Source: an optimization exercise on an open RTL-to-GDS flow (aim: small area, a short achievable clock period and few clock cycles per item). Production flows keep margins and buffers that such runs may drop. In this exercise RTL edits were held to simulation tests only and were not proved equivalent to the original. Power figures rest on the tool's default switching activity, not on a simulated workload.

## config.mk

```make
export PLATFORM = sky130hd
export DESIGN_NAME = tile_convert_top
export DESIGN_NICKNAME = tile_convert_top
export VERILOG_FILES = /design/flow/design.v
export SDC_FILE = /design/flow/constraint.sdc
export NUM_CORES = 4
export LEC_CHECK = 0
export CAP_MARGIN = 20
export CORE_MARGIN = 2
export CORE_UTILIZATION = 40
export SETUP_SLACK_MARGIN = 4.5
export SLEW_MARGIN = 20
```

## constraint.sdc

```tcl
create_clock -name core_clock -period 8.0 [get_ports {clk}]
set_input_delay 1.6000 -clock core_clock [delete_from_list [all_inputs] [get_ports {clk}]]
set_output_delay 1.6000 -clock core_clock [all_outputs]
set_load 0.01 [all_outputs]
```

## design.v

```verilog
`timescale 1ns/100ps
package conv_pkg;
    typedef logic signed [7:0] int8_t;
    typedef logic [16-1:0] bf16_t;
    typedef logic [9:0] smag_t;
    typedef logic [4*16-1:0] chunk_t;
    function automatic smag_t step1(input logic [7:0] v);
        logic [6:0] m;
        m = v[7] ? ((v[6:0] == 7'd0) ? 7'h7F : (~v[6:0] + 7'd1)) : v[6:0];
        step1 = {2'b00, v[7], m};
    endfunction
    function automatic smag_t step2(input smag_t t);
        logic z4;
        z4 = (t[6:3] == 4'd0);
        step2 = {1'b0, z4, t[7], z4 ? {t[2:0], 4'd0} : t[6:0]};
    endfunction
    function automatic smag_t step3(input smag_t t);
        logic z2;
        z2 = (t[6:5] == 2'd0);
        step3 = {z2, t[8], t[7], z2 ? {t[4:0], 2'd0} : t[6:0]};
    endfunction
    function automatic smag_t step4(input smag_t t);
        logic z1;
        z1 = !t[6];
        step4 = {t[9], t[8], t[7], z1, z1 ? {t[4:0], 1'b0} : t[5:0]};
    endfunction
    function automatic bf16_t finish(input smag_t t);
        logic z4, z2, z1, s;
        logic [7:0] e;
        z2 = t[9]; z4 = t[8]; s = t[7]; z1 = t[6];
        e[7]   = !(z4 && z2);
        e[6:3] = {4{z4 && z2 && !z1}};
        e[2]   = !(z4 ^ z2) && !(z4 && z2 && z1);
        e[1]   = z2 && !(z4 && z1);
        e[0]   = !z1;
        finish = {s, e, t[5:0], 1'b0};
    endfunction
    function automatic smag_t steps(input smag_t t, input int from, input int to);
        smag_t r;
        r = t;
        if (from < 2 && to >= 2) r = step2(r);
        if (from < 3 && to >= 3) r = step3(r);
        if (from < 4 && to >= 4) r = step4(r);
        steps = r;
    endfunction
endpackage
`timescale 1ns/100ps
module int8_to_smag #(parameter int CUT = 2)
(
    input  conv_pkg::int8_t value,
    output conv_pkg::smag_t smag
);
    assign smag = conv_pkg::steps(conv_pkg::step1(value), 1, CUT);
endmodule
module smag_to_bf16 #(parameter int CUT = 2)
(
    input  conv_pkg::smag_t smag,
    output conv_pkg::bf16_t result
);
    assign result = conv_pkg::finish(conv_pkg::steps(smag, CUT, 4));
endmodule
`timescale 1ns/100ps
module line_assembler
(
    input  logic                  half_sel,
    input  logic [64-1:0] mem_data_in,
    output conv_pkg::smag_t [3:0] smag
);
    logic [64/2-1:0] half;
    assign half = half_sel ? mem_data_in[64-1:64/2]
                           : mem_data_in[64/2-1:0];
    for (genvar i = 0; i < 4; i++) begin : g_lane
        int8_to_smag u_smag (
            .value (half[i*8 +: 8]),
            .smag  (smag[i])
        );
    end
endmodule
`timescale 1ns/100ps
module tile_buffer
(
    input  logic                  clk,
    input  conv_pkg::smag_t [3:0] smag_in,
    output logic [64-1:0] res_data_out
);
    conv_pkg::smag_t [3:0] smag_q;
    always_ff @(posedge clk)
        smag_q <= smag_in;
    for (genvar i = 0; i < 4; i++) begin : g_lane
        smag_to_bf16 u_conv (
            .smag   (smag_q[i]),
            .result (res_data_out[i*16 +: 16])
        );
    end
endmodule
`timescale 1ns/100ps
module tile_word_counter
(
    input  logic       clk,
    input  logic       rd_active,
    output logic [5:0] rd_word,
    output logic [5:0] wr_word,
    output logic       rd_last
);
    logic [6:0] seq;
    logic       fb;
    assign fb = seq[5] ^ seq[4] ^ (seq[4:0] == 5'd0);
    always_ff @(posedge clk) begin
        if (!rd_active)
            seq <= '0;
        else
            seq <= {seq[5:0], fb};
    end
    assign rd_word = seq[5:0];
    assign wr_word = seq[6:1];
    assign rd_last = (seq[5:0] == 6'b100000);
endmodule
`timescale 1ns/100ps
module tile_ctrl_fsm
(
    input  logic     clk,
    input  logic     rst,
    input  logic     comp_enb,
    input  logic     rd_last,
    output logic     rd_active,
    output logic     wr_active,
    output logic     busy,
    output logic     done
);
    always_ff @(posedge clk) begin
        if (rst) begin
            rd_active <= 1'b0;
            wr_active <= 1'b0;
        end else begin
            if (rd_active)
                rd_active <= !rd_last;
            else
                rd_active <= comp_enb && !wr_active;    
            wr_active <= rd_active;
        end
    end
    assign busy = rd_active;
    assign done = wr_active && !rd_active;    
endmodule
`timescale 1ns/100ps
module tile_convert_top
(
    input  logic                   clk,
    input  logic                   rst,
    input  logic                   comp_enb,
    output logic                   busy,
    output logic                   done,
    output logic [16-1:0] mem_addr,
    output logic                   mem_read_enb,
    input  logic [64-1:0]  mem_data_in,
    output logic [16-1:0] res_addr,
    output logic [64-1:0]  res_data_out,
    output logic                   res_write_enb
);
    logic                  rd_active;
    logic                  wr_active;
    logic                  rd_last;
    logic [5:0]            rd_word;
    logic [5:0]            wr_word;
    conv_pkg::smag_t [3:0] smag;
    tile_ctrl_fsm u_fsm (
        .clk       (clk),
        .rst       (rst),
        .comp_enb  (comp_enb),
        .rd_last   (rd_last),
        .rd_active (rd_active),
        .wr_active (wr_active),
        .busy      (busy),
        .done      (done)
    );
    tile_word_counter u_counter (
        .clk       (clk),
        .rd_active (rd_active),
        .rd_word   (rd_word),
        .wr_word   (wr_word),
        .rd_last   (rd_last)
    );
    line_assembler u_assembler (
        .half_sel    (rd_word[0]),
        .mem_data_in (mem_data_in),
        .smag        (smag)
    );
    tile_buffer u_buffer (
        .clk          (clk),
        .smag_in      (smag),
        .res_data_out (res_data_out)
    );
    assign mem_addr      = {11'd0, rd_word[5:1]};
    assign res_addr      = {10'd0, wr_word};
    assign mem_read_enb  = rd_active;
    assign res_write_enb = wr_active;
endmodule
```

## flow/run.sh

```bash
#!/bin/bash
# Standard layout with these changes:
#  - synthesis maps the logic with ABC's area script replaced by abc.script,
#    and without the adder extraction (ADDER_MAP_FILE empty); everything else,
#    register names included, is the standard synthesis; the run stops with
#    an error if its registers differ from the standard synthesis's;
#  - the port buffers are made from the smallest buffer cell;
#  - clock tree synthesis inserts no dummy loads and uses clkbuf_4 only;
#  - one tie cell drives all constant outputs.
# Each tool's output goes to a log of its own in this folder.
set -euo pipefail
here=$(pwd)
res=$here/orfs/results/$FLOW_PLATFORM/tile_convert_top/base

# The standard synthesis, kept for its registers
bash standard.sh synth > synth_standard.log 2>&1
cp $res/1_2_yosys.v $here/standard_synth.v
rm -rf $here/orfs

# ORFS's scripts with the area ABC script replaced
cp -r $FLOW_HOME/scripts $here/scripts
cp $here/flow/abc.script $here/scripts/abc_area.script
bash standard.sh synth SCRIPTS_DIR=$here/scripts ABC_AREA=1 ADDER_MAP_FILE= > synth.log 2>&1
python3 $here/flow/sameregs.py $here/standard_synth.v $res/1_2_yosys.v > sameregs.log 2>&1

export BUFFER_PORTS_ARGS="-buffer_cell sky130_fd_sc_hd__buf_1"
export CTS_ARGS="-sink_clustering_enable -repair_clock_nets -dont_use_dummy_load -buf_list sky130_fd_sc_hd__clkbuf_4 -sink_clustering_size 8 -sink_clustering_max_diameter 40"
export SKIP_REPAIR_TIE_FANOUT=1
bash standard.sh finish > standard.log 2>&1
```

## flow/abc.script

```
strash
dch -f
amap
```

## flow/sameregs.py

```python
# sameregs.py A.v B.v: exit 0 when both netlists hold the same flip-flops
# (instance names and cell types), else 1.
import re, sys
def regs(path):
    text = open(path).read()
    return sorted(re.findall(r'^\s*(sky130_fd_sc_hd__(?:df|edf|sdf|dl)\w*)\s+(\\\S+|\w+)\s*\(', text, re.M), key=lambda t: t[1])
a, b = regs(sys.argv[1]), regs(sys.argv[2])
print(f"{len(a)} registers in {sys.argv[1]}, {len(b)} in {sys.argv[2]}")
if a != b:
    for x in sorted(set(a) ^ set(b))[:20]:
        print("differs:", x)
    sys.exit(1)
print("same registers")
```

## standard.sh

```bash
#!/bin/bash
# synth_recipe.tcl (not shown) runs the flow's synth.tcl, then flattens the netlist and writes it again
# the make line also repeats each setting of config.mk as NAME=value (left out here)
make -C /OpenROAD-flow-scripts/flow DESIGN_CONFIG=/design/flow/config.mk WORK_HOME=/design/flow/orfs CLKGATE_MAP_FILE= SYNTH_SCRIPT=/design/flow/synth_recipe.tcl "${@:-finish}"
```

==> notes.md, run 1 <==
- Cell family with the largest share of critical-path delay: compound AO/OA/AOI/OAI gates
- Avg Cell Area, Syn: 7.49 sq um
- Pwr per Cell Area: 236 nW/um^2
- Status: complete, no violations
- Final TNS setup: 0 ps
- Initial Utilization: 40.7%
- DRC: 0
- Wirelength per Cell: 11.9 um
- Tcrit/Tclk final: 41.9%
- Layout cells sized above 1: 3.43%
- Max cap viols: 0
- Worst slew pin tran: 721 ps
- Sequential fraction of the synthesis area: 33.0%
- Clock transition at path regs: 120 ps
- CP required: 6400 ps
- Max frequency: 298 MHz
- Core area: 6720 sq um
- CTS tree: yes
- Antenna Cells: 0
- Met1 global-route usage: 21.2%
- RSZ-0062 raised after global routing: no
- Library cells used by synthesis: 28
- CTS buffer count: 5
- Fillers: 718
- EDFF count, synth: 0
- Number of port buffers: 141
- Maximum buffer depth of the clock tree: 2
- Critical Path Slowest Stage Cell: dfxtp_1
- CP cell instances: nor2_4, a21oi_4, clkinv_1, o22a_1, buf_1
- Worst Setup Start Kind: flip-flop
- Pre-CTS WS: 4330 ps
- Worst Setup End Kind: output port
- Vert. Die Dim: 86.7 um
- Largest net degree at the start of global routing: 34
- Setup repair bufs after CTS: 0
- DR iter-0 viols: 62
- First-pass GRT wire length: 10.5 mm
- GRT Resource Usage Total: 17.2%
- FF+latch count, synth: 45
- WP data arrival: 1750 ps
- Placed cell area: 3020 sq um
- Final core occ: 46.8%
- Worst VDD drop: 0.0707 mV
- CTS sink count: 45
- Vias in the first global route: 2382
- Via density: 5.12
- Clk Latency, worst-skew pair: 340 ps
- Design Area, Final: 3150 sq um
- Chip width: 86.7 um
- Yosys top cell by area: dfxtp_1
- Top Usage Layer GRT: met2
- Net Count, Synth: 432
- Final worst slack: 4650 ps
- Met2 usage: 30.3%
- Pins Over Slew Limit: 0
- Async SR Flop Fraction: 0%
- Grt ovf: 0
- Initial antenna violation count: 0
- Clock root buffer: clkbuf_4
- Number of setup violations in the final report: 0
- Synth warn: 5
- Top post-synthesis cells by count: nor2_1 (65), buf_4 (47), dfxtp_1 (45)
- Kind of critical path: reg2out
- Io pins: 167
- Yosys top cell area share: 33.0%
- Post-Route Skew: 9.55 ps
- # nets final: 535
- Pre-antenna DRT Iters: 4
- Area Growth Syn to Fin: 15.2%
- Post-Syn Area: 2730 sq um
- Min cycle time layout: 3350 ps
- Top cells by area, synth: dfxtp_1 (33%), buf_4 (13%), o22a_1 (9.0%), nor2_1 (8.9%), o22ai_1 (8.0%)
- Primary FF master, synth: dfxtp_1
- Worst-path fanout max: 11
- Max stage delay on crit path: 450 ps
- WP buf/inv: 2
- Routed Antenna Nets: 0
- Drt total wl: 6.50 mm
- Die area: 7510 sq um
- Cell with the most instances after synthesis: nor2_1
- H-tree levels: 2
- Worst min path class: reg2reg
- Final Hold Vio Count: 0
- GR Util met3: 2.67%
- Detailed-route via count: 2795
- Rows: 30
- Slew HR: 51.9%
- Leak: 1.09 nW
- Cell count after synthesis: 365
- Detail Placement HPWL: 5.13 mm
- Routability cong.: 0.862
timing repair:
action	in CTS	in global routing
endpoints found under the setup margin	26	26
resized for setup	8	10
hold buffers	0	0
power breakdown:
part	switching, mW	total [mW]	internal, mW
sequential	0.0272	0.289	0.262
clock	0.0622	0.0917	0.0295
combinational	0.221	0.362	0.141
total	0.311	0.743	0.433
flip-flops by register name, summed over array words and instances (netlist names):
name / count
u_buffer.smag_q: 36
u_counter.seq: 7
u_fsm.rd_active: 1
u_fsm.wr_active: 1
cell type report:
class	count	area, sq um	area share [%]
tap	80	100	3.18
multi-input combinational	239	1430	45.4
timing repair buffer	143	552	17.5
clock buffer	5	37.5	1.19
sequential	45	901	28.6
inverter	34	128	4.06
tightest hold or removal path, delay by kind of cell (launching register included):
family / cells / cell delay [ps]
and+or+nand+nor: 1 / 50
buffers and inverters: 1 / 90
DFF: 1 / 350
path summary, 6_finish.rpt:
path / start / endpoint / slack (ps) / cells past startpoint
setup / recovery: u_buffer.smag_q[16] / res_data_out[20] / 4650 / 5
hold / removal: u_counter.seq[5] / u_counter.seq[6] / 510 / 2
hold reg to reg: u_counter.seq[5] / u_counter.seq[6] / 510 / 2
setup reg to reg: u_counter.seq[0] / u_buffer.smag_q[0] / 4900 / 13
cells by family (layout without fill, tap and decap cells):
kind of cell,after synthesis,after routing,synth area share (%)
DFF,45,45,33.0
AOI/OAI and AO/OA,131,131,32.6
other,1,1,0.137
buffers and inverters,81,182,17.6
and+or+nand+nor,107,107,16.7
cells in the final DEF, fill, tap and decap left out, types with 3 or more instances in the layout:
cell        n
buf_1     141
nor2_1     60
dfxtp_1    45
o22ai_1    35
clkinv_1   34
o22a_1     28
a21oi_1    20
o21ai_0    17
nand2_1    15
a211oi_1   10
nor2b_1     9
nand3_1     8
clkbuf_4    5
nor2_4      4
a21oi_4     4
nor3_1      4
and3_1      3
o32a_1      3
layer usage:
metal  vias to the layer above  part of all wire, %
li1                       1484                    -
met1                      1212                   44
met2                        91                   50
met3                         8                  4.9
met4                         0                  1.5
met5                         -                    0
metrics by stage:
stage | power [mW] | cells | hold WS (ps)
after CTS | 0.736 | 545 | 511
after floorplan | 0.548 | 365 | 504
after global placement | 0.635 | 540 | 489
after global routing | 0.806 | 546 | 531
after detailed placement | 0.637 | 540 | 494
final | 0.743 | 546 | 512
Testbench counts, summed over its fixed seeds: cycles 4,224, tiles 64.
==> run 2: changes to the inputs <==
--- a/flow/run.sh
+++ b/flow/run.sh
@@ -25,5 +25,5 @@
 
 export BUFFER_PORTS_ARGS="-buffer_cell sky130_fd_sc_hd__buf_1"
-export CTS_ARGS="-sink_clustering_enable -repair_clock_nets -dont_use_dummy_load -buf_list sky130_fd_sc_hd__clkbuf_4 -sink_clustering_size 8 -sink_clustering_max_diameter 40"
+export CTS_ARGS="-sink_clustering_enable -repair_clock_nets -dont_use_dummy_load -buf_list sky130_fd_sc_hd__clkbuf_4 sky130_fd_sc_hd__clkbuf_8"
 export SKIP_REPAIR_TIE_FANOUT=1
 bash standard.sh finish > standard.log 2>&1
==> notes.md, run 2 <==
- Top post-synthesis cells by count: nor2_1 (65), buf_4 (47), dfxtp_1 (45)
- Cell with the most instances after synthesis: nor2_1
- Initial Utilization: 40.7% (unchanged)
- Placed cell area: 3020 sq um (unchanged)
- EDFF count, synth: 0 (unchanged)
- Net Count, Synth: 432 (unchanged)
- Rows: 30 (unchanged)
- Vert. Die Dim: 86.7 um (unchanged)
- Last stage: clock tree synthesis
- First Err: [ERROR STA-0564] clock_tree_synthesis positional arguments not supported.
- Io pins: 167 (unchanged)
- Detail Placement HPWL: 5.13 mm (unchanged)
- Library cells used by synthesis: 28 (unchanged)
- Post-Syn Area: 2730 sq um (unchanged)
- Sequential fraction of the synthesis area: 33.0% (unchanged)
- Synth warn: 5 (unchanged)
- Avg Cell Area, Syn: 7.49 sq um (unchanged)
- Primary FF master, synth: dfxtp_1
- FF+latch count, synth: 45 (unchanged)
- Yosys top cell by area: dfxtp_1
- Yosys top cell area share: 33.0% (unchanged)
- Cell count after synthesis: 365 (unchanged)
- Number of port buffers: 141 (unchanged)
- Routability cong.: 0.862 (unchanged)
- Async SR Flop Fraction: 0% (unchanged)
- Status: aborted with a tool error
- Top cells by area, synth: dfxtp_1 (33%), buf_4 (13%), o22a_1 (9.0%), nor2_1 (8.9%), o22ai_1 (8.0%)
- Chip width: 86.7 um (unchanged)
-- run 2: cell counts after synthesis --
No cell type changed its count.
-- run 2: power groups by stage --
stage                     clock (mW)  sequential (mW)  combinational (mW)
after global placement             0            0.285               0.350
after floorplan                    0            0.284               0.264
after detailed placement           0            0.285               0.352
-- run 2: cells by family after synthesis --
kind of cell | synth area share [%]
AND/OR/NAND/NOR | 16.7
AO/OA/AOI/OAI | 32.6
buffers and inverters | 17.6
other | 0.137
flip-flops | 33.0
-- run 2: worst max path at each step --
stage	from	to	cells after the start
2_1_floorplan	u_counter.seq[0]	u_buffer.smag_q[30]	13
3_3_place_gp	mem_data_in[24]	u_buffer.smag_q[30]	13
3_5_place_dp	mem_data_in[24]	u_buffer.smag_q[30]	13
-- run 2: stage by stage --
stage / setup slack, ps / hold WS (ps) / total power, mW / std cells
floorplan: 4510 / 504 / 0.548 / 365
global placement: 4380 / 489 / 0.635 / 540
detailed placement: 4330 / 494 / 0.637 / 540
==> run 3: changes to the inputs <==
--- a/flow/run.sh
+++ b/flow/run.sh
@@ -25,5 +25,5 @@
 
 export BUFFER_PORTS_ARGS="-buffer_cell sky130_fd_sc_hd__buf_1"
-export CTS_ARGS="-sink_clustering_enable -repair_clock_nets -dont_use_dummy_load -buf_list sky130_fd_sc_hd__clkbuf_4 sky130_fd_sc_hd__clkbuf_8"
+export CTS_ARGS="-sink_clustering_enable -repair_clock_nets -dont_use_dummy_load -buf_list {sky130_fd_sc_hd__clkbuf_4 sky130_fd_sc_hd__clkbuf_8}"
 export SKIP_REPAIR_TIE_FANOUT=1
 bash standard.sh finish > standard.log 2>&1
==> notes.md, run 3 <==
- Status: complete, no violations
- Cts hold-fix bufs: 0
- Pwr per Cell Area: 242 nW/um^2
- Drt total wl: 6.59 mm
- Clock root buffer: clkbuf_8
- Largest net degree at the start of global routing: 34
- P_sw: 0.313 mW
- Top cells by area, synth: dfxtp_1 (33%), buf_4 (13%), o22a_1 (9.0%), nor2_1 (8.9%), o22ai_1 (8.0%)
- Pre-antenna DRT Iters: 4
- CTS buffer count: 5
- Comb power frac: 47.1%
- Worst-path fanout max: 11
- Kind of critical path: reg2out
- Commonest non-fill, non-tap cell in the layout: buf_1
- Routability cong.: 0.862 (unchanged)
- Met1 wire length: 2.91 mm
- Layout cells sized above 1: 4.72%
- Worst R2R Path Depth: 12
- Maximum buffer depth of the clock tree: 2
- Pre-CTS WS: 4330 ps (unchanged)
- Worst Setup End Kind: output port
- RSZ-0062 raised after global routing: no
- Library cells used by synthesis: 28 (unchanged)
- RR Endpoint: u_buffer.smag_q[22]
- Via density: 5.11
- CTS sink count: 45
- Worst Setup Start Kind: flip-flop
- Largest Register: u_buffer.smag_q
- Number of setup violations in the final report: 0
- Die area: 7510 sq um
- Antenna Cells: 0
- Top post-synthesis cells by count: nor2_1 (65), buf_4 (47), dfxtp_1 (45)
- Yosys top cell area share: 33.0% (unchanged)
- Max frequency: 302 MHz
- Slew HR: 51.5%
- Final TNS setup: 0 ps
- R2R setup slack: 4870 ps
- Routed Antenna Nets: 0
- Reg2reg start: u_counter.seq[0]
- Max cap viols: 0
- Final worst slack: 4690 ps
- Area Growth Syn to Fin: 16.5%
- CTS tree: yes
- CP required: 6400 ps
- Met3 Wirelength: 315 um
- Yosys top cell by area: dfxtp_1
- DRC: 0
- Cell count after synthesis: 365 (unchanged)
- DR WL met2: 3.27 mm
- Leak: 1.11 nW
- Max reg flops: 36
- Clock transition at path regs: 80 ps
- Detailed-route via count: 2791
- Top Metal Used: met4
- Post-Route Skew: 6.68 ps
- EDFF count, synth: 0 (unchanged)
- Clk pwr share: 15.8%
- Grt ovf: 0
- Sequential share of power: 37.1%
- Rows: 30 (unchanged)
- Wirelength per Cell: 12.1 um
- DR iter-0 viols: 53
- Sequential fraction of the synthesis area: 33.0% (unchanged)
- First-pass GRT wire length: 10.4 mm
- Cell with the most instances after synthesis: nor2_1
- Pins Over Slew Limit: 0
- Hold depth: 1
- H-tree levels: 2
- Top flop regs: u_buffer.smag_q x36, u_counter.seq x7
- Worst min path class: reg2reg
- Worst VDD drop: 0.0771 mV
- Post-Syn Area: 2730 sq um (unchanged)
- Chip width: 86.7 um (unchanged)
- Clk Latency, worst-skew pair: 290 ps
- Primary FF master, synth: dfxtp_1
- Internal Power: 0.459 mW
- Min-Delay Endpoint: u_counter.seq[4]
- # nets final: 535
- Vias in the first global route: 2371
- Io pins: 167 (unchanged)
- FF+latch count, synth: 45 (unchanged)
- Switching part of the total power: 40.6%
- Synth warn: 5 (unchanged)
- Vert. Die Dim: 86.7 um (unchanged)
- Number of port buffers: 141 (unchanged)
- WP data arrival: 1710 ps
- Initial Utilization: 40.7% (unchanged)
- Core area: 6720 sq um
- Net Count, Synth: 432 (unchanged)
- Final Hold Vio Count: 0
- Async SR Flop Fraction: 0% (unchanged)
- Min cycle time layout: 3310 ps
- Tcrit/Tclk final: 41.4%
- Worst Min Path Start: u_counter.seq[3]
- Initial antenna violation count: 0
- Avg Cell Area, Syn: 7.49 sq um (unchanged)
- GRT Resource Usage Total: 17.1%
- Worst slew pin tran: 727 ps
- Detail Placement HPWL: 5.13 mm (unchanged)
- Most frequent cells in the layout: buf_1 (141), nor2_1 (60), dfxtp_1 (45)
==> run 3: cell counts after synthesis <==
No cell type changed its count.
==> run 3: metrics by stage <==
step	power (mW)	std cells	area [sq um]	util [%]	hold slack (ps)
2_1_floorplan	0.548	365	2730	-	504
3_3_place_gp	0.635	540	3020	44.9	489
3_5_place_dp	0.637	540	3020	44.9	494
4_1_cts	0.765	545	3100	46.2	505
5_1_grt	0.833	546	3180	47.4	525
6_report	0.772	546	3180	47.4	501
==> run 3: logic make-up (layout without fill, tap and decap cells) <==
| logic type | after synthesis | in the layout | synth area share, % |
|---|---|---|---|
| flip-flops | 45 | 45 | 33.0 |
| AND/OR/NAND/NOR | 107 | 107 | 16.7 |
| AO/OA/AOI/OAI | 131 | 131 | 32.6 |
| buffers and inverters | 81 | 182 | 17.6 |
| other | 1 | 1 | 0.137 |
==> run 3: how the worst max path moves through the flow <==
stage,start,endpoint,slack (ps),cells past startpoint
after detailed placement,mem_data_in[24],u_buffer.smag_q[30],4330,13
final,u_buffer.smag_q[26],res_data_out[38],4690,5
after floorplan,u_counter.seq[0],u_buffer.smag_q[30],4510,13
after global routing,u_buffer.smag_q[36],res_data_out[53],4510,5
after global placement,mem_data_in[24],u_buffer.smag_q[30],4380,13
after CTS,u_buffer.smag_q[36],res_data_out[53],4520,5
==> run 3: power by group through the flow <==
| stage | clock [mW] | sequential [mW] | combinational, mW |
|---|---|---|---|
| floorplan | 0 | 0.284 | 0.264 |
| global placement | 0 | 0.285 | 0.350 |
| detailed placement | 0 | 0.285 | 0.352 |
| CTS | 0.127 | 0.282 | 0.356 |
| global route | 0.136 | 0.292 | 0.405 |
| finish | 0.122 | 0.287 | 0.363 |
==> run 3: worst max-delay path: stages (launching register included) <==
cell	delay (ps)
dfxtp_1	360
nor2_2	100
a21oi_2	370
clkinv_1	240
o32a_1	220
buf_1	130
==> run 3: cell type report <==
cell class | instances | area (sq um)
Clock buffer | 5 | 68.8
Fill cell | 723 | 3530
Inverter | 34 | 128
Multi-Input combinational cell | 239 | 1440
Sequential cell | 45 | 901
Tap cell | 80 | 100
Timing Repair Buffer | 143 | 552
==> run 3: timing repair <==
item | 4_1_cts | 5_1_grt
resized for setup | 5 | 15
cloned | 0 | 0
endpoints found under the setup margin | 21 | 44
buffers inserted | 0 | 0
endpoints found under the hold margin | 0 | 0
==> run 3: layer usage <==
| metal | vias up | global-route usage [%] |
|---|---|---|
| met5 | - | 0 |
| met4 | 0 | 5.54 |
| met3 | 10 | 2.67 |
| met2 | 92 | 30.3 |
| met1 | 1203 | 21.2 |
| li1 | 1486 | - |
==> run 4: changes to the inputs <==
==> flow/abc.script (replaced) <==
strash
dch -f
amap
strash
dch -f
amap
==> notes.md, run 4 <==
- Synth Area in Compound Gates: 31.5% (-1.1 points)
- Largest Register: u_buffer.smag_q
- Core area: 6390 sq um (-5.0%)
- RSZ-0062 raised after global routing: no
- Worst Setup Start Kind: flip-flop
- Sequential fraction of the synthesis area: 34.0% (+1.0 points)
- Clock root buffer: clkbuf_8
- Pre-CTS WS: 4170 ps (-161 ps)
- Primary FF master, synth: dfxtp_1
- Cell count after synthesis: 361 (-1.1%)
- Max frequency: 297 MHz (-1.5%)
- Routability cong.: 0.848 (-1.7%)
- Rows: 29 (-3.3%)
- Max reg flops: 36 (unchanged)
- CTS tree: yes
- Post-Syn Area: 2650 sq um (-3.0%)
- Avg Cell Area, Syn: 7.34 sq um (-1.9%)
- Initial antenna violation count: 0 (unchanged)
- Yosys top cell by area: dfxtp_1
- Net Count, Synth: 428 (-0.93%)
- Kind of critical path: reg2out
- Antenna Cells: 0 (unchanged)
- Final Hold Vio Count: 0 (unchanged)
- Drt total wl: 6.31 mm (-4.4%)
- Maximum buffer depth of the clock tree: 2 (unchanged)
- Initial Utilization: 41.5% (+0.85 points)
- FF+latch count, synth: 45 (unchanged)
- Synth warn: 5 (unchanged)
- Hold depth: 2 (+1)
- Worst-path fanout max: 10 (-1)
- Post-Route Skew: 25.5 ps (+18.8 ps)
- Sequential share of power: 38.5% (+1.4 points)
- CTS buffer count: 5 (unchanged)
- Worst Min Path Start: u_counter.seq[5]
- Detail Placement HPWL: 4.98 mm (-2.8%)
- Most frequent cells in the layout: buf_1 (141), nor2_1 (58), o22ai_1 (50)
- Top post-synthesis cells by count: nor2_1 (62), o22ai_1 (52), buf_4 (47)
- Pre-antenna DRT Iters: 4 (unchanged)
- Largest net degree at the start of global routing: 35 (+2.9%)
- Final TNS setup: 0 ps (unchanged)
- Switching part of the total power: 41.3% (+0.72 points)
- Worst min path class: reg2reg
- EDFF count, synth: 0 (unchanged)
- DRC: 0 (unchanged)
- Worst slew pin tran: 610 ps (-117 ps)
- Xor-xnor portion of the synthesized cell area: 0% (unchanged)
- Cell with the most instances after synthesis: nor2_1
- Routed Antenna Nets: 0 (unchanged)
- Top cells by area, synth: dfxtp_1 (34%), buf_4 (13%), o22ai_1 (12%), nor2_1 (8.8%), a21oi_1 (5.5%)
- Via density: 5.15 (+0.80%)
- P_sw: 0.309 mW (-1.3%)
- First-pass GRT wire length: 9.53 mm (-8.7%)
- # nets final: 530 (-0.93%)
- Min-Delay Endpoint: u_counter.seq[6]
- Clk pwr share: 16.4% (+0.6 points)
- H-tree levels: 2 (unchanged)
- Status: complete, no violations
- Final hold slack: 495 ps (-5.43 ps)
- Number of setup violations in the final report: 0 (unchanged)
- Die area: 7300 sq um (-2.8%)
- CP required: 6400 ps (about the same)
- Max cap viols: 0 (unchanged)
- Number of port buffers: 141 (unchanged)
- Vias in the first global route: 2221 (-6.3%)
- Largest family of logic cells by synthesized area: compound AO/OA/AOI/OAI gates
- Wirelength per Cell: 11.7 um (-2.9%)
- Fillers: 652 (-9.8%)
- Grt ovf: 0 (unchanged)
- Area Growth Syn to Fin: 16.1%
- Top flop regs: u_buffer.smag_q x36, u_counter.seq x7
- Internal Power: 0.439 mW (-4.2%)
- DR iter-0 viols: 55 (+3.8%)
- RR Endpoint: u_buffer.smag_q[30]
- CTS sink count: 45 (unchanged)
- Slew HR: 59.3% (+7.8 points)
- Yosys top cell area share: 34.0% (+1.0 points)
- WP data arrival: 1760 ps (+50 ps)
- Final core occ: 48.2% (+0.82 points)
- Tcrit/Tclk final: 42.0% (+0.63 points)
- Io pins: 167 (unchanged)
- R2R setup slack: 5120 ps (+250 ps)
- Clock transition at path regs: 90 ps (about the same)
- Async SR Flop Fraction: 0% (unchanged)
- Worst VDD drop: 0.119 mV (+54%)
- Vert. Die Dim: 85.4 um (-1.4%)
- Reg2reg start: u_counter.seq[0]
- Synth Area in Adders: 0% (unchanged)
- Cts hold-fix bufs: 0 (unchanged)
- Final worst slack: 4640 ps (-50.5 ps)
- Layout cells sized above 1: 4.12% (-0.60 points)
- GRT Resource Usage Total: 16.0% (-1.1 points)
- Synth Area in Simple Gates: 17.1% (+0.42 points)
- Setup repair bufs after CTS: 0 (unchanged)
- Min cycle time layout: 3360 ps (+50.5 ps)
- Pwr per Cell Area: 243 nW/um^2 (+0.29%)
- Pins Over Slew Limit: 0 (unchanged)
- Detailed-route via count: 2772 (-0.68%)
- Commonest non-fill, non-tap cell in the layout: buf_1
- Worst Setup End Kind: output port
- Worst R2R Path Depth: 11 (-1)
- Comb power frac: 45.1% (-2.0 points)
- Leak: 1.07 nW (-3.3%)
- Chip width: 85.4 um (-1.4%)
- Library cells used by synthesis: 28 (unchanged)
- Clk Latency, worst-skew pair: 300 ps (about the same)
- Post-synthesis mux area share: 0% (unchanged)
## run 4: power groups by stage
stage	logic (mW)	registers (mW)	clock network [mW]
floorplan	0.244	0.286	0
global route	0.378	0.293	0.136
detailed placement	0.327	0.287	0
global placement	0.325	0.288	0
CTS	0.331	0.284	0.128
finish	0.337	0.288	0.123
## run 4: worst max-delay path: stages, from the launching register on
cell and delay (ps):
dfxtp_1 370, nor2_2 100, a21oi_2 360, clkinv_1 250, o22ai_1 220, buf_1 170
## run 4: repair_timing
item,CTS,global route
pin swaps,0,2
setup endpoints to repair,23,42
resized for setup,5,12
## run 4: cells by family after synthesis
logic type      Yosys count
flops                    45
compound gates          134
buf+inv                  75
simple gates            106
other cells               1
## run 4: layer usage
layer  wire length, um  vias to the layer above  GRT usage, %
met5                 0                        -             0
met3               426                        7          2.92
met1              2850                     1192          19.8
li1                  -                     1482             -
met2              2950                       91          27.4
met4                81                        0          6.06
## run 4: worst max-delay path by stage
stage	start	depth (start not counted)	slack (ps)	endpoint
6_report	u_buffer.smag_q[6]	5	4640	res_data_out[4]
5_1_grt	mem_data_in[8]	10	4500	u_buffer.smag_q[10]
4_1_cts	u_buffer.smag_q[16]	5	4570	res_data_out[18]
3_5_place_dp	mem_data_in[8]	10	4170	u_buffer.smag_q[11]
3_3_place_gp	mem_data_in[8]	10	4240	u_buffer.smag_q[11]
2_1_floorplan	mem_data_in[8]	9	4570	u_buffer.smag_q[12]
## run 4: cell type report
class	count	area [sq um]	share of cell area [%]
inverter	28	108	3.49
timing repair buffer	142	537	17.4
multi-input combinational	241	1370	44.5
clock buffer	5	68.8	2.23
sequential	45	901	29.3
tap	77	96.3	3.13
## run 4: through the flow
stage | total power, mW | cells | cell area (sq um)
floorplan | 0.530 | 361 | 2650
global placement | 0.612 | 533 | 2930
detailed placement | 0.615 | 533 | 2930
CTS | 0.743 | 538 | 3020
global route | 0.807 | 538 | 3080
finish | 0.748 | 538 | 3080
==> run 5: changes to the inputs <==
==> flow/abc.script (replaced) <==
strash
dch -f
amap
strash
dch -f
amap
strash
dch -f
amap
==> notes.md, run 5 <==
- CTS sink count: 45 (unchanged)
- Layout cells sized above 1: 4.96% (+0.84 points)
- Post-Syn Area: 2760 sq um (+4.1%)
- Worst Min Path Start: u_counter.seq[5]
- Slew HR: 56.4% (-2.9 points)
- Area Growth Syn to Fin: 17.6%
- Worst Setup Start Kind: primary input
- Comb power frac: 46.6% (+1.5 points)
- Clock root buffer: clkbuf_8
- Routed Antenna Nets: 0 (unchanged)
- Sequential share of power: 37.9% (-0.6 points)
- Final TNS setup: 0 ps (unchanged)
- Async SR Flop Fraction: 0% (unchanged)
- Net Count, Synth: 451 (+5.4%)
- Tcrit/Tclk final: 42.3% (+0.24 points)
- Top post-synthesis cells by count: nor2_1 (73), buf_4 (47), dfxtp_1 (45)
- EDFF count, synth: 0 (unchanged)
- Sequential fraction of the synthesis area: 32.7% (-1.3 points)
- Via density: 5.11 (-0.76%)
- Clock transition at path regs: 70 ps (-20 ps)
- Worst-path fanout max: 5 (-5)
- Library cells used by synthesis: 30 (+7.1%)
- Io pins: 167 (unchanged)
- Reg2reg start: u_counter.seq[0]
- Primary FF master, synth: dfxtp_1
- Wirelength per Cell: 11.6 um (-0.74%)
- Worst slew pin tran: 654 ps (+43.5 ps)
- CTS tree: yes
- Core area: 6720 sq um (+5.2%)
- Worst VDD drop: 0.110 mV (-7.0%)
- CP Launch Point: mem_data_in[16]
- Top flop regs: u_buffer.smag_q x36, u_counter.seq x7
- FF+latch count, synth: 45 (unchanged)
- Maximum buffer depth of the clock tree: 2 (unchanged)
- Vias in the first global route: 2462 (+11%)
- Final core occ: 48.3% (+0.051 points)
- Clk pwr share: 15.5% (-0.9 points)
- Max reg flops: 36 (unchanged)
- # nets final: 553 (+4.3%)
- Switching part of the total power: 41.3% (about the same)
- P_sw: 0.321 mW (+3.8%)
- Pre-antenna DRT Iters: 4 (unchanged)
- Yosys top cell area share: 32.7% (-1.3 points)
- Max cap viols: 0 (unchanged)
- Initial Utilization: 41.1% (-0.46 points)
- Antenna Cells: 0 (unchanged)
- First-pass GRT wire length: 10.5 mm (+9.9%)
- H-tree levels: 2 (unchanged)
- Max frequency: 296 MHz (-0.57%)
- Largest net degree at the start of global routing: 35 (unchanged)
- Post-Route Skew: 11.2 ps (-14.2 ps)
- Clk Latency, worst-skew pair: 290 ps (about the same)
- Pwr per Cell Area: 240 nW/um^2 (-1.4%)
- Worst Setup End Kind: flip-flop
- Die area: 7580 sq um (+3.9%)
- Cell count after synthesis: 384 (+6.4%)
- DRC: 0 (unchanged)
- Avg Cell Area, Syn: 7.18 sq um (-2.2%)
- Cell with the most instances after synthesis: nor2_1
- Routability cong.: 0.901 (+6.3%)
- WP data arrival: 3580 ps (+1820 ps)
- Rows: 30 (+3.4%)
- Detailed-route via count: 2884 (+4.0%)
- Kind of critical path: in2reg
- RSZ-0062 raised after global routing: yes
- Final hold slack: 489 ps (-6.63 ps)
- Drt total wl: 6.56 mm (+4.1%)
- Leak: 1.16 nW (+8.4%)
- Internal Power: 0.457 mW (+3.9%)
- Number of port buffers: 141 (unchanged)
- Most frequent cells in the layout: buf_1 (141), nor2_1 (69), dfxtp_1 (44)
- CTS buffer count: 5 (unchanged)
- CP required: 8200 ps (+1800 ps)
- Synth warn: 5 (unchanged)
- Grt ovf: 0 (unchanged)
- Chip width: 87.1 um (+1.9%)
- Min cycle time layout: 3380 ps (+19.3 ps)
- Commonest non-fill, non-tap cell in the layout: buf_1
- Vert. Die Dim: 87.1 um (+1.9%)
- Final Hold Vio Count: 0 (unchanged)
- Top cells by area, synth: dfxtp_1 (33%), buf_4 (13%), nor2_1 (9.9%), o22ai_1 (7.3%), o22a_1 (5.7%)
- Status: complete, no violations
- Worst min path class: reg2reg
- GRT Resource Usage Total: 16.8% (+0.86 points)
- DR iter-0 viols: 66 (+20%)
- Initial antenna violation count: 0 (unchanged)
- Largest Register: u_buffer.smag_q
- Detail Placement HPWL: 5.24 mm (+5.1%)
- Pins Over Slew Limit: 0 (unchanged)
- Yosys top cell by area: dfxtp_1
- Number of setup violations in the final report: 0 (unchanged)
run 5: changes by cell type after synthesis, moves of 3 or more:
cell      previous run  this run
o22a_1               2        18
and3_1               1         4
o22ai_1             52        32
clkinv_1            28        34
nor2_1              62        73
o21bai_1             0         3
nand2_1             22        31
a22o_1               8         3
nand4b_1             4         1
a311o_1              0         4
run 5: cell type report:
class,count,area (sq um)
sequential,45,902
clock buffer,5,68.8
timing repair buffer,142,537
inverter,34,133
multi-input combinational,258,1500
tap,80,100
fill,706,3480
run 5: what timing repair did:
action | CTS | global route
pin swaps | 0 | 1
gates resized for setup | 10 | 15
buffers inserted | 0 | 1
endpoints found under the setup margin | 48 | 37
hold buffers | 0 | 0
run 5: stage by stage:
stage,instances,setup WS (ps),total power [mW],cell area (sq um)
6_report,564,4620,0.777,3240
5_1_grt,564,4430,0.844,3240
4_1_cts,563,4500,0.769,3160
3_3_place_gp,558,4060,0.636,3050
2_1_floorplan,384,4550,0.550,2770
3_5_place_dp,558,3830,0.638,3050
run 5: final timing paths:
kind                         end  slack, ps  depth (start not counted)
min             u_counter.seq[6]        490                          2
max          u_buffer.smag_q[25]       4620                         10
min reg2reg     u_counter.seq[6]        490                          2
max reg2reg  u_buffer.smag_q[25]       4810                         10
run 5: critical path: stages:
cell and delay (ps):
buf_1 90, o22ai_2 100, and2_0 230, and3_1 220, nand3_1 120, nor3_2 90
a311o_1 400, nor4b_4 380, clkinv_1 160, o21bai_1 180
run 5: logic make-up after synthesis:
logic type / Yosys count / share of synthesized area, %
simple gates: 130 / 20.0
flops: 45 / 32.7
other cells: 1 / 0.136
buf+inv: 81 / 17.4
compound gates: 127 / 29.8
run 5: power by group through the flow:
| stage | logic [mW] | registers, mW | clock network, mW |
|---|---|---|---|
| final | 0.362 | 0.295 | 0.120 |
| after global routing | 0.409 | 0.299 | 0.136 |
| after CTS | 0.354 | 0.288 | 0.127 |
| after detailed placement | 0.348 | 0.291 | 0 |
| after global placement | 0.346 | 0.290 | 0 |
| after floorplan | 0.265 | 0.285 | 0 |
run 5: routing by layer:
layer / global-route usage, % / part of all wire, % / routed length, um / up-vias
met5: 0 / 0 / 0 / -
met4: 6.82 / 1.7 / 113 / 0
met3: 3.51 / 6.1 / 397 / 8
met2: 27.6 / 46 / 3050 / 96
met1: 21.5 / 46 / 3000 / 1254
li1: - / - / - / 1526
==> run 6: changes to the inputs <==
==> flow/abc.script (replaced) <==
strash
dch -f
amap
strash
dch -f
amap
--- a/config.mk
+++ b/config.mk
@@ -9,4 +9,4 @@
 export CORE_MARGIN = 2
 export CORE_UTILIZATION = 40
-export SETUP_SLACK_MARGIN = 4.5
+export SETUP_SLACK_MARGIN = 5
 export SLEW_MARGIN = 20
==> notes.md, run 6 <==
- Core area: 6390 sq um (-5.0%)
- H-tree levels: 2 (unchanged)
- Internal Power: 0.565 mW (+24%)
- # nets final: 577 (+4.3%)
- Routability cong.: 0.842 (-6.6%)
- Io pins: 167 (unchanged)
- Most frequent cells in the layout: buf_1 (97), nor2_1 (46), dfxtp_1 (38)
- Synth warn: 5 (unchanged)
- Detailed-route via count: 3065 (+6.3%)
- DR WL met2: 4.19 mm (+38%)
- Routed Antenna Nets: 0 (unchanged)
- CTS tree: yes
- EDFF count, synth: 0 (unchanged)
- Max frequency: 327 MHz (+11%)
- Detail Placement HPWL: 5.09 mm (-2.8%)
- Largest net degree at the start of global routing: 35 (unchanged)
- Post-Route Skew: 20.4 ps (+9.16 ps)
- Worst-path fanout max: 8 (+3)
- RSZ-0062 raised after global routing: yes
- Worst VDD drop: 0.171 mV (+55%)
- Top cells by area, synth: dfxtp_1 (34%), buf_4 (13%), o22ai_1 (12%), nor2_1 (8.8%), a21oi_1 (5.5%)
- Sequential share of power: 31.8% (-6.1 points)
- Chip width: 85.4 um (-1.9%)
- Final Hold Vio Count: 0 (unchanged)
- Wirelength per Cell: 13.8 um (+19%)
- Net Count, Synth: 428 (-5.1%)
- Fillers: 540 (-24%)
- Final TNS setup: 0 ps (unchanged)
- Final hold slack: 491 ps (+2.85 ps)
- Worst Setup Start Kind: flip-flop
- Clock transition at path regs: 80 ps (about the same)
- Vert. Die Dim: 85.4 um (-1.9%)
- Drt total wl: 8.09 mm (+23%)
- Layout cells sized above 1: 42.3% (+37 points)
- First-pass GRT wire length: 11.3 mm (+8.0%)
- Status: complete, no violations
- Largest Register: u_buffer.smag_q
- Pre-antenna DRT Iters: 4 (unchanged)
- Primary FF master, synth: dfxtp_1
- Met1 wire length: 3.35 mm (+12%)
- Commonest non-fill, non-tap cell in the layout: buf_1
- Worst Setup End Kind: output port
- Met3 Wirelength: 424 um (+6.8%)
- Avg Cell Area, Syn: 7.34 sq um (+2.2%)
- Cell count after synthesis: 361 (-6.0%)
- Maximum buffer depth of the clock tree: 2 (unchanged)
- Final core occ: 66.1% (+18 points)
- Area Growth Syn to Fin: 59.2%
- Max cap viols: 0 (unchanged)
- Clk pwr share: 12.7% (-2.8 points)
- Vias in the first global route: 2601 (+5.6%)
- Antenna Cells: 0 (unchanged)
- Initial antenna violation count: 0 (unchanged)
- Comb power frac: 55.6% (+9.0 points)
- Yosys top cell area share: 34.0% (+1.3 points)
- DR iter-0 viols: 52 (-21%)
- Clock root buffer: clkbuf_8
- Pwr per Cell Area: 229 nW/um^2 (-4.4%)
- Top Metal Used: met4
- P_sw: 0.401 mW (+25%)
- WP data arrival: 1460 ps (-2120 ps)
- Leak: 1.67 nW (+44%)
- Top flop regs: u_buffer.smag_q x36, u_counter.seq x7
- Clk Latency, worst-skew pair: 290 ps (about the same)
- Async SR Flop Fraction: 0% (unchanged)
- Rows: 29 (-3.3%)
- Via density: 5.24 (+2.5%)
- Post-Syn Area: 2650 sq um (-3.9%)
- GRT Resource Usage Total: 18.8% (+1.9 points)
- Library cells used by synthesis: 28 (-6.7%)
- Number of setup violations in the final report: 0 (unchanged)
- Switching part of the total power: 41.5% (+0.25 points)
- DRC: 0 (unchanged)
- Kind of critical path: reg2out
- Initial Utilization: 41.5% (+0.46 points)
- FF+latch count, synth: 45 (unchanged)
- Number of port buffers: 141 (unchanged)
- Grt ovf: 0 (unchanged)
- Worst min path class: reg2reg
- CP required: 6400 ps (-1800 ps)
- Die area: 7300 sq um (-3.7%)
- Tcrit/Tclk final: 38.2% (-4.0 points)
- Top post-synthesis cells by count: nor2_1 (62), o22ai_1 (52), buf_4 (47)
- Cell with the most instances after synthesis: nor2_1
- Min cycle time layout: 3060 ps (-323 ps)
- CTS sink count: 45 (unchanged)
- Max reg flops: 36 (unchanged)
- Yosys top cell by area: dfxtp_1
- Sequential fraction of the synthesis area: 34.0% (+1.3 points)
- CTS buffer count: 5 (unchanged)
- Pins Over Slew Limit: 0 (unchanged)
[run 6: changes by cell type after synthesis, sizes merged, moves of 4 or more]
cell	previous run	this run
o22ai	32	52
o22a	18	2
nor2	73	62
nand2	31	22
clkinv	34	28
a22o	3	8
a311o	4	0
[run 6: cell families after synthesis]
| family | count (synthesis) | synth area share, % |
|---|---|---|
| flip-flops | 45 | 34.0 |
| AND/OR/NAND/NOR | 106 | 17.1 |
| other | 1 | 0.141 |
| buffers and inverters | 75 | 17.3 |
| AO/OA/AOI/OAI | 134 | 31.5 |
[run 6: final cells by class]
| cell class | count | area (sq um) | area share [%] |
|---|---|---|---|
| Timing Repair Buffer | 189 | 1080 | 25.6 |
| Clock buffer | 5 | 68.8 | 1.63 |
| Tap cell | 77 | 96.3 | 2.28 |
| Inverter | 28 | 131 | 3.11 |
| Multi-Input combinational cell | 241 | 1920 | 45.6 |
| Sequential cell | 45 | 917 | 21.7 |
[run 6: metal layers]
| metal | up-vias | global-route usage [%] |
|---|---|---|
| met2 | 97 | 32.7 |
| met1 | 1395 | 23.0 |
| met3 | 9 | 4.28 |
| li1 | 1564 | - |
| met4 | 0 | 5.77 |
| met5 | - | 0 |
[run 6: critical path: stages (launching register included)]
cell and delay (ps):
dfxtp_4 360, nor2_4 250, a21oi_4 140, buf_6 140
a21oi_2 110, buf_2 160
[run 6: path summary, 6_finish.rpt]
check,from,end,slack (ps),depth (start not counted)
worst max-delay path,u_buffer.smag_q[36],res_data_out[56],4940,5
worst min register to register,u_counter.seq[5],u_counter.seq[6],490,2
worst max register to register,u_counter.seq[0],u_buffer.smag_q[0],5300,15
worst min-delay path,u_counter.seq[5],u_counter.seq[6],490,2
[run 6: through the flow]
step | power, mW | worst slack, ps | cell area, sq um | instances
after floorplan | 0.542 | 4910 | 2760 | 361
after global routing | 1.03 | 4860 | 4220 | 585
after detailed placement | 0.628 | 4570 | 3040 | 533
final | 0.966 | 4940 | 4220 | 585
after CTS | 0.809 | 4960 | 3460 | 566
after global placement | 0.626 | 4610 | 3040 | 533
[run 6: repair_timing]
item | CTS | global route
hold buffers | 0 | 0
gates resized for setup | 54 | 196
hold endpoints to repair | 0 | 0
pin swaps | 18 | 41
endpoints found under the setup margin | 70 | 75
buffers inserted | 28 | 18
cloned | 0 | 1
[run 6: power by group through the flow]
stage	sequential (mW)	clock (mW)	combinational (mW)
final	0.307	0.122	0.537
after global routing	0.311	0.133	0.582
after CTS	0.295	0.125	0.389
after detailed placement	0.290	0	0.338
after global placement	0.290	0	0.336
after floorplan	0.288	0	0.253
==> run 7: changes to the inputs <==
==> flow/abc.script (replaced) <==
strash
dch -f
amap
--- a/config.mk
+++ b/config.mk
@@ -9,4 +9,4 @@
 export CORE_MARGIN = 2
 export CORE_UTILIZATION = 40
-export SETUP_SLACK_MARGIN = 5
+export SETUP_SLACK_MARGIN = 4.3
 export SLEW_MARGIN = 20
==> notes.md, run 7 <==
- Net Count, Synth: 432 (+0.93%)
- WP data arrival: 1850 ps (+390 ps)
- Comb power frac: 46.8% (-8.8 points)
- Area Growth Syn to Fin: 14.3%
- Rows: 30 (+3.4%)
- Die area: 7510 sq um (+2.9%)
- Yosys top cell area share: 33.0% (-1.0 points)
- Layout cells sized above 1: 3.00% (-39 points)
- Avg Cell Area, Syn: 7.49 sq um (+1.9%)
- Worst-path fanout max: 9 (+1)
- Status: complete, no violations
- Maximum buffer depth of the clock tree: 2 (unchanged)
- EDFF count, synth: 0 (unchanged)
- Core area: 6720 sq um (+5.2%)
- Top post-synthesis cells by count: nor2_1 (65), buf_4 (47), dfxtp_1 (45)
- Number of setup violations in the final report: 0 (unchanged)
- Yosys top cell by area: dfxtp_1
- CP Launch Point: u_buffer.smag_q[6]
- Switching part of the total power: 40.2% (-1.3 points)
- Async SR Flop Fraction: 0% (unchanged)
- Initial Utilization: 40.7% (-0.85 points)
- CTS tree: yes
- CP cell instances: nor2_1, clkinv_1, o22a_1, o22a_1, buf_1
- Wirelength per Cell: 11.8 um (-15%)
- Fillers: 727 (+35%)
- FF+latch count, synth: 45 (unchanged)
- Max stage delay on crit path: 420 ps (+60 ps)
- Vias in the first global route: 2351 (-9.6%)
- Final TNS setup: 0 ps (unchanged)
- Min cycle time layout: 3450 ps (+389 ps)
- GRT Resource Usage Total: 17.1% (-1.7 points)
- Reg2reg start: u_counter.seq[0]
- DRC: 0 (unchanged)
- Routed Antenna Nets: 0 (unchanged)
- P_sw: 0.306 mW (-24%)
- RSZ-0062 raised after global routing: no
- Pins Over Slew Limit: 0 (unchanged)
- Pre-antenna DRT Iters: 5 (+1)
- Worst min path class: reg2reg
- Max frequency: 290 MHz (-11%)
- Most frequent CP cell: o22a_1
- Cell family with the largest share of critical-path delay: compound AO/OA/AOI/OAI gates
- Clk Latency, worst-skew pair: 290 ps (about the same)
- Initial antenna violation count: 0 (unchanged)
- Chip width: 86.7 um (+1.5%)
- Via density: 5.10 (-2.7%)
- Design Area, Final: 3120 sq um (-26%)
- CTS buffer count: 5 (unchanged)
- Drt total wl: 6.45 mm (-20%)
- Worst Min Path Start: u_counter.seq[3]
- Routability cong.: 0.862 (+2.4%)
- Top flop regs: u_buffer.smag_q x36, u_counter.seq x7
- Kind of critical path: reg2out
- Worst slew pin tran: 672 ps
- Worst Setup Start Kind: flip-flop
- Pwr per Cell Area: 244 nW/um^2 (+6.3%)
- Primary FF master, synth: dfxtp_1
- Largest Register: u_buffer.smag_q
- Internal Power: 0.455 mW (-20%)
- Post-Route Skew: 6.96 ps (-13.4 ps)
- Sequential fraction of the synthesis area: 33.0% (-1.0 points)
- # nets final: 535 (-7.3%)
- Number of port buffers: 141 (unchanged)
- Grt ovf: 0 (unchanged)
- Cell with the most instances after synthesis: nor2_1
- Slew HR: 55.2%
- Tcrit/Tclk final: 43.1% (+4.9 points)
- Io pins: 167 (unchanged)
- Largest net degree at the start of global routing: 34 (-2.9%)
- Clock transition at path regs: 80 ps (about the same)
- First-pass GRT wire length: 10.4 mm (-7.8%)
- Max reg flops: 36 (unchanged)
- Most frequent cells in the layout: buf_1 (141), nor2_1 (62), dfxtp_1 (45)
- Final Hold Vio Count: 0 (unchanged)
- Setup repair bufs after CTS: 0 (-100%)
- Worst VDD drop: 0.0739 mV (-57%)
- Detailed-route via count: 2782 (-9.2%)
- Cell count after synthesis: 365 (+1.1%)
- CTS sink count: 45 (unchanged)
- Antenna Cells: 0 (unchanged)
- DR iter-0 viols: 64 (+23%)
- R2R setup slack: 4890 ps (-410 ps)
- CP required: 6400 ps (about the same)
- WP buf/inv: 2 (unchanged)
- Max cap viols: 0 (unchanged)
- Commonest non-fill, non-tap cell in the layout: buf_1
- Cts hold-fix bufs: 0 (unchanged)
- Synth warn: 5 (unchanged)
- Worst Setup End Kind: output port
- Leak: 1.09 nW (-35%)
- Sequential share of power: 37.2% (+5.4 points)
- Critical Path Slowest Stage Cell: nor2_1
- Placed cell area: 3020 sq um (-0.90%)
- Clock root buffer: clkbuf_8
- Library cells used by synthesis: 28 (unchanged)
- Top cells by area, synth: dfxtp_1 (33%), buf_4 (13%), o22a_1 (9.0%), nor2_1 (8.9%), o22ai_1 (8.0%)
- H-tree levels: 2 (unchanged)
- Detail Placement HPWL: 5.13 mm (+0.71%)
- Clk pwr share: 16.0% (+3.3 points)
- Post-Syn Area: 2730 sq um (+3.1%)
- Vert. Die Dim: 86.7 um (+1.5%)
-- run 7: final cells by class --
cell class / count / area [sq um] / area share, %
clock buffers: 5 / 68.8 / 2.20
inverters: 34 / 128 / 4.09
repair buffers: 143 / 552 / 17.7
multi-input cells: 239 / 1370 / 44.0
flip-flops and latches: 45 / 901 / 28.8
well taps: 80 / 100 / 3.21
-- run 7: repair_timing --
item                                    4_1_cts  5_1_grt
gates resized for setup                       1        6
endpoints found under the setup margin        2       17
hold endpoints to repair                      0        0
-- run 7: per-layer routing --
metal,vias up,routed length [um],track usage [%]
li1,1487,-,-
met1,1197,2880,21.3
met2,88,3180,30.1
met3,10,297,2.67
met4,0,97,5.54
met5,-,0,0
-- run 7: worst paths after layout --
| path | cells past startpoint | end |
|---|---|---|
| worst max-delay path | 5 | res_data_out[4] |
| worst min-delay path | 1 | u_counter.seq[4] |
| worst max register to register | 13 | u_buffer.smag_q[0] |
| worst min register to register | 1 | u_counter.seq[4] |
-- run 7: metrics by stage --
| stage | power, mW | util, % | hold slack (ps) | instances | worst slack [ps] |
|---|---|---|---|---|---|
| finish | 0.760 | 46.5 | 501 | 546 | 4550 |
| global route | 0.823 | 46.5 | 525 | 546 | 4320 |
| CTS | 0.761 | 46.0 | 505 | 545 | 4330 |
| detailed placement | 0.637 | 44.9 | 494 | 540 | 4330 |
| global placement | 0.635 | 44.9 | 489 | 540 | 4380 |
| floorplan | 0.548 | - | 504 | 365 | 4510 |
-- run 7: kinds of logic (layout without fill, tap and decap cells) --
family | count (synthesis) | after routing | share of synthesized area (%)
flip-flops | 45 | 45 | 33.0
AO/OA/AOI/OAI | 131 | 131 | 32.6
AND/OR/NAND/NOR | 107 | 107 | 16.7
other | 1 | 1 | 0.137
buffers and inverters | 81 | 182 | 17.6
-- run 7: power groups by stage --
stage               logic, mW  clock network (mW)  registers [mW]
global route            0.398               0.136           0.288
detailed placement      0.352                   0           0.285
floorplan               0.264                   0           0.284
global placement        0.350                   0           0.285
CTS                     0.354               0.127           0.280
finish                  0.356               0.122           0.283
==> run 8: changes to the inputs <==
==> flow/abc.script (replaced) <==
strash
dch -f
amap
strash
dch -f
amap
--- a/config.mk
+++ b/config.mk
@@ -9,4 +9,4 @@
 export CORE_MARGIN = 2
 export CORE_UTILIZATION = 40
-export SETUP_SLACK_MARGIN = 4.3
+export SETUP_SLACK_MARGIN = 4.8
 export SLEW_MARGIN = 20
==> notes.md, run 8 <==
- Net Count, Synth: 428 (-0.93%)
- Top cells by area, synth: dfxtp_1 (34%), buf_4 (13%), o22ai_1 (12%), nor2_1 (8.8%), a21oi_1 (5.5%)
- Final instance count without filler cells: 549 (+0.55%)
- Number of setup violations in the final report: 0 (unchanged)
- CP cell instances: nor2_4, buf_4, o22ai_1, a22oi_1, buf_1
- Area Growth Syn to Fin: 23.8%
- Largest net degree at the start of global routing: 34 (unchanged)
- DRC: 0 (unchanged)
- Initial Utilization: 41.5% (+0.85 points)
- Final Hold Vio Count: 0 (unchanged)
- Post-Syn Area: 2650 sq um (-3.0%)
- Vias in the first global route: 2369 (+0.77%)
- CTS buffer count: 5 (unchanged)
- Layout cells sized above 1: 12.3% (+9.3 points)
- Via density: 5.14 (+0.92%)
- Drt total wl: 6.44 mm (-0.26%)
- Die area: 7300 sq um (-2.8%)
- Grt ovf: 0 (unchanged)
- Max reg flops: 36 (unchanged)
- CTS tree: yes
- Clk Latency, worst-skew pair: 300 ps (about the same)
- Chip width: 85.4 um (-1.4%)
- Max cap viols: 0 (unchanged)
- Antenna Cells: 0 (unchanged)
- Min-Delay Endpoint: u_counter.seq[6]
- RR Endpoint: u_buffer.smag_q[5]
- Post-Route Skew: 21.6 ps (+14.7 ps)
- Worst-path fanout max: 6 (-3)
- Kind of critical path: reg2out
- Final TNS setup: 0 ps (unchanged)
- FF+latch count, synth: 45 (unchanged)
- Worst R2R Path Depth: 9 (-4)
- Worst Min Path Start: u_counter.seq[5]
- WP buf/inv: 2 (unchanged)
- Yosys top cell by area: dfxtp_1
- Worst VDD drop: 0.120 mV (+63%)
- Synth warn: 5 (unchanged)
- Max stage delay on crit path: 370 ps (-50 ps)
- Detailed-route via count: 2823 (+1.5%)
- Detail Placement HPWL: 4.97 mm (-3.1%)
- Yosys top cell area share: 34.0% (+1.0 points)
- Hold depth: 2 (+1)
- Top flop regs: u_buffer.smag_q x36, u_counter.seq x7
- Most frequent cells in the layout: buf_1 (141), nor2_1 (55), dfxtp_1 (45)
- Initial antenna violation count: 0 (unchanged)
- Largest Register: u_buffer.smag_q
- Critical Path Slowest Stage Cell: dfxtp_1
- GRT Resource Usage Total: 16.5% (-0.61 points)
- Routed Antenna Nets: 0 (unchanged)
- Library cells used by synthesis: 28 (unchanged)
- First-pass GRT wire length: 9.87 mm (-5.4%)
- R2R setup slack: 5420 ps (+530 ps)
- Number of port buffers: 141 (unchanged)
- Wirelength per Cell: 11.7 um (-0.81%)
- Vert. Die Dim: 85.4 um (-1.4%)
- Clock transition at path regs: 90 ps (about the same)
- Clock root buffer: clkbuf_8
- Async SR Flop Fraction: 0% (unchanged)
- Routability cong.: 0.866 (+0.48%)
- Sequential fraction of the synthesis area: 34.0% (+1.0 points)
- DR iter-0 viols: 56 (-13%)
- Commonest non-fill, non-tap cell in the layout: buf_1
- Min cycle time layout: 3120 ps (-328 ps)
- Rows: 29 (-3.3%)
- Fillers: 672 (-7.6%)
- Reg2reg start: u_counter.seq[0]
- Pwr per Cell Area: 237 nW/um^2 (-2.8%)
- Worst Setup Start Kind: flip-flop
- Worst min path class: reg2reg
- Pre-antenna DRT Iters: 4 (-1)
- # nets final: 541 (+1.1%)
- Tcrit/Tclk final: 39.0% (-4.1 points)
- EDFF count, synth: 0 (unchanged)
- Cell family with the largest share of critical-path delay: flip-flops
- CP required: 6400 ps (about the same)
- Primary FF master, synth: dfxtp_1
- Avg Cell Area, Syn: 7.34 sq um (-1.9%)
- Slew HR: 66.5% (+11 points)
- WP data arrival: 1520 ps (-330 ps)
- Io pins: 167 (unchanged)
- Top post-synthesis cells by count: nor2_1 (62), o22ai_1 (52), buf_4 (47)
- RSZ-0062 raised after global routing: no
- Status: complete, no violations
- CTS sink count: 45 (unchanged)
- Worst Setup End Kind: output port
- Worst slew pin tran: 501 ps (-171 ps)
- H-tree levels: 2 (unchanged)
- Cts hold-fix bufs: 0 (unchanged)
- Cell with the most instances after synthesis: nor2_1
- Leak: 1.18 nW (+8.4%)
- Maximum buffer depth of the clock tree: 2 (unchanged)
- Core area: 6390 sq um (-5.0%)
- Placed cells: 533 (-1.3%)
- Cell count after synthesis: 361 (-1.1%)
- Max frequency: 321 MHz (+11%)
- Pins Over Slew Limit: 0 (unchanged)
## run 8: cell count changes after synthesis, sizes merged, moves of 3 or more
cell | before | now
nor2 | 65 | 62
nand4b | 1 | 4
nor2b | 9 | 6
o21ai | 17 | 22
o22a | 28 | 2
o22ai | 35 | 52
a22o | 0 | 8
nand2 | 15 | 22
nand3 | 8 | 4
a21oi | 24 | 29
clkinv | 34 | 28
o32a | 3 | 0
## run 8: timing repair
action	in CTS	in global routing
buffers inserted	6	5
resized for setup	15	37
hold endpoints to repair	0	0
setup endpoints to repair	59	58
pin swaps	5	6
## run 8: tightest hold or removal path: stages, from the launching register on
cell      delay, ps
dfxtp_1         330
clkinv_1         80
nor2_1           50
## run 8: how the worst max path moves through the flow
stage	cells past startpoint	end	start	slack, ps
after floorplan	11	u_buffer.smag_q[2]	mem_data_in[0]	4800
after global placement	10	u_buffer.smag_q[12]	mem_data_in[8]	4490
after detailed placement	12	u_buffer.smag_q[2]	mem_data_in[0]	4440
after CTS	10	u_buffer.smag_q[5]	mem_data_in[0]	4800
after global routing	10	u_buffer.smag_q[31]	mem_data_in[24]	4780
final	5	res_data_out[6]	u_buffer.smag_q[6]	4880
## run 8: power by group
part	total, mW	switching [mW]	internal [mW]	leakage (nW)
Sequential	0.292	0.0295	0.263	0.376
Combinational	0.362	0.225	0.138	0.771
Clock	0.122	0.0657	0.0563	0.0359
## run 8: layout make-up
class                           count  area [sq um]  share of cell area (%)
Multi-Input combinational cell    241          1490                    45.4
Inverter                           28           108                    3.28
Timing Repair Buffer              153           619                    18.9
Sequential cell                    45           901                    27.4
Tap cell                           77          96.3                    2.93
Clock buffer                        5          68.8                    2.10
## run 8: through the flow
stage	instance area [sq um]	power, mW	setup WS [ps]	util [%]	hold slack [ps]
after floorplan	2670	0.531	4800	-	504
after global placement	2950	0.615	4490	46.2	475
after detailed placement	2950	0.616	4440	46.2	481
after CTS	3130	0.760	4800	49.0	495
after global routing	3280	0.837	4780	51.4	521
final	3280	0.777	4880	51.4	490
## run 8: cells by family (layout without fill, tap and decap cells)
kind of cell / Yosys count / after routing / synth area share, %
buffers and inverters: 75 / 186 / 17.3
and+or+nand+nor: 106 / 106 / 17.1
DFF: 45 / 45 / 34.0
AOI/OAI and AO/OA: 134 / 134 / 31.5
other: 1 / 1 / 0.141
## run 8: layer usage
metal  GRT usage [%]  vias up  wire length (um)
met5               0        -                 0
met1            20.5     1217              2790
met4            6.20        0               119
li1                -     1493                 -
met2            27.9      103              3030
met3            3.60       10               489
==> run 9: changes to the inputs <==
--- a/config.mk
+++ b/config.mk
@@ -9,4 +9,4 @@
 export CORE_MARGIN = 2
 export CORE_UTILIZATION = 40
-export SETUP_SLACK_MARGIN = 4.8
+export SETUP_SLACK_MARGIN = 4.6
 export SLEW_MARGIN = 20
==> notes.md, run 9 <==
- Post-Syn Area: 2650 sq um (unchanged)
- Largest Register: u_buffer.smag_q
- EDFF count, synth: 0 (unchanged)
- Max reg flops: 36 (unchanged)
- Pre-antenna DRT Iters: 4 (unchanged)
- Yosys top cell by area: dfxtp_1
- Most frequent cells in the layout: buf_1 (141), nor2_1 (55), o22ai_1 (49)
- Number of port buffers: 141 (unchanged)
- Post-Route Skew: 18.5 ps (-3.11 ps)
- CTS sink count: 45 (unchanged)
- Worst slew pin tran: 627 ps (+126 ps)
- Chip width: 85.4 um (unchanged)
- Area Growth Syn to Fin: 19.0%
- Net Count, Synth: 428 (unchanged)
- Top post-synthesis cells by count: nor2_1 (62), o22ai_1 (52), buf_4 (47)
- Tcrit/Tclk final: 41.1% (+2.1 points)
- CTS tree: yes
- Wirelength per Cell: 11.9 um (+1.3%)
- GRT Resource Usage Total: 16.8% (+0.29 points)
- Status: complete, no violations
- Reg2reg start: u_counter.seq[0]
- Top flop regs: u_buffer.smag_q x36, u_counter.seq x7
- Routed Antenna Nets: 0 (unchanged)
- Vias in the first global route: 2359 (-0.42%)
- Number of setup violations in the final report: 0 (unchanged)
- Comb power frac: 45.4% (-1.3 points)
- Placed cell area: 2940 sq um (-0.47%)
- Worst VDD drop: 0.121 mV (+0.53%)
- R2R setup slack: 5310 ps (-110 ps)
- Pwr per Cell Area: 239 nW/um^2 (+1.1%)
- Largest family of logic cells by synthesized area: compound AO/OA/AOI/OAI gates
- Yosys top cell area share: 34.0% (unchanged)
- Async SR Flop Fraction: 0% (unchanged)
- DR iter-0 viols: 75 (+34%)
- Commonest non-fill, non-tap cell in the layout: buf_1
- Worst Setup End Kind: output port
- RR Endpoint: u_buffer.smag_q[21]
- H-tree levels: 2 (unchanged)
- Internal Power: 0.442 mW (-3.2%)
- Primary FF master, synth: dfxtp_1
- First-pass GRT wire length: 10.1 mm (+2.5%)
- Initial Utilization: 41.5% (unchanged)
- Top Usage Layer GRT: met2
- Grt ovf: 0 (unchanged)
- Clk pwr share: 16.0% (+0.3 points)
- Design Area, Final: 3150 sq um (-3.9%)
- Post-synthesis mux area share: 0% (unchanged)
- Synth Area in Simple Gates: 17.1% (unchanged)
- Avg Cell Area, Syn: 7.34 sq um (unchanged)
-- run 9: kinds of logic after synthesis --
kind of cell / after synthesis
other cells: 1
flops: 45
compound gates: 134
buf+inv: 75
simple gates: 106
-- run 9: worst max-delay path by stage --
| stage | slack, ps | end | cells after the start | from |
|---|---|---|---|---|
| finish | 4710 | res_data_out[3] | 5 | u_buffer.smag_q[6] |
| global route | 4550 | u_buffer.smag_q[20] | 12 | mem_data_in[16] |
| CTS | 4600 | res_data_out[6] | 5 | u_buffer.smag_q[6] |
| detailed placement | 4360 | u_buffer.smag_q[10] | 10 | mem_data_in[8] |
| global placement | 4360 | u_buffer.smag_q[1] | 12 | mem_data_in[0] |
| floorplan | 4720 | u_buffer.smag_q[12] | 9 | mem_data_in[8] |
-- run 9: stage by stage --
step           total power, mW  setup slack [ps]  hold WS (ps)  util (%)  std cells
2_1_floorplan            0.530              4720           504         -        361
3_3_place_gp             0.614              4360           478      46.0        533
4_1_cts                  0.741              4600           499      47.3        538
3_5_place_dp             0.615              4360           485      46.0        533
6_report                 0.754              4710           492      49.4        540
5_1_grt                  0.814              4550           527      49.4        540
-- run 9: layer usage --
layer  vias to the layer above  share of wire (%)
li1                       1480                  -
met1                      1242                 44
met2                       105                 48
met3                         8                6.4
met4                         0                1.4
met5                         -                  0
-- run 9: worst max-delay path: stages (launching register included) --
cell and delay, ps:
dfxtp_1 420, nor2_4 100, a21oi_4 270, clkinv_1 210, o22ai_1 220, buf_1 170
-- run 9: cell type report --
cell class	instances	area, sq um
inverter	28	106
clock buffer	5	68.8
sequential	45	901
fill	646	3230
timing repair buffer	144	552
multi-input combinational	241	1430
tap	77	96.3
-- run 9: power groups by stage --
stage / Sequential (mW) / Combinational (mW) / Clock [mW]
2_1_floorplan: 0.286 / 0.244 / 0
3_3_place_gp: 0.288 / 0.325 / 0
3_5_place_dp: 0.288 / 0.326 / 0
4_1_cts: 0.285 / 0.330 / 0.126
5_1_grt: 0.296 / 0.383 / 0.134
6_report: 0.291 / 0.342 / 0.120
-- run 9: repair_timing --
action	4_1_cts	5_1_grt
pin swaps	0	2
endpoints found under the hold margin	0	0
resized for setup	4	27
buffers inserted	0	2
endpoints found under the setup margin	22	56
hold buffers	0	0

Check on run 9: ideal ports give 4.715 ns setup slack; a clkbuf_16 on the clock port and buf_2 on the inputs give 4.687 ns; moving port delays by the midpoint clock arrival (0.311 ns) as well gives 4.508 ns.
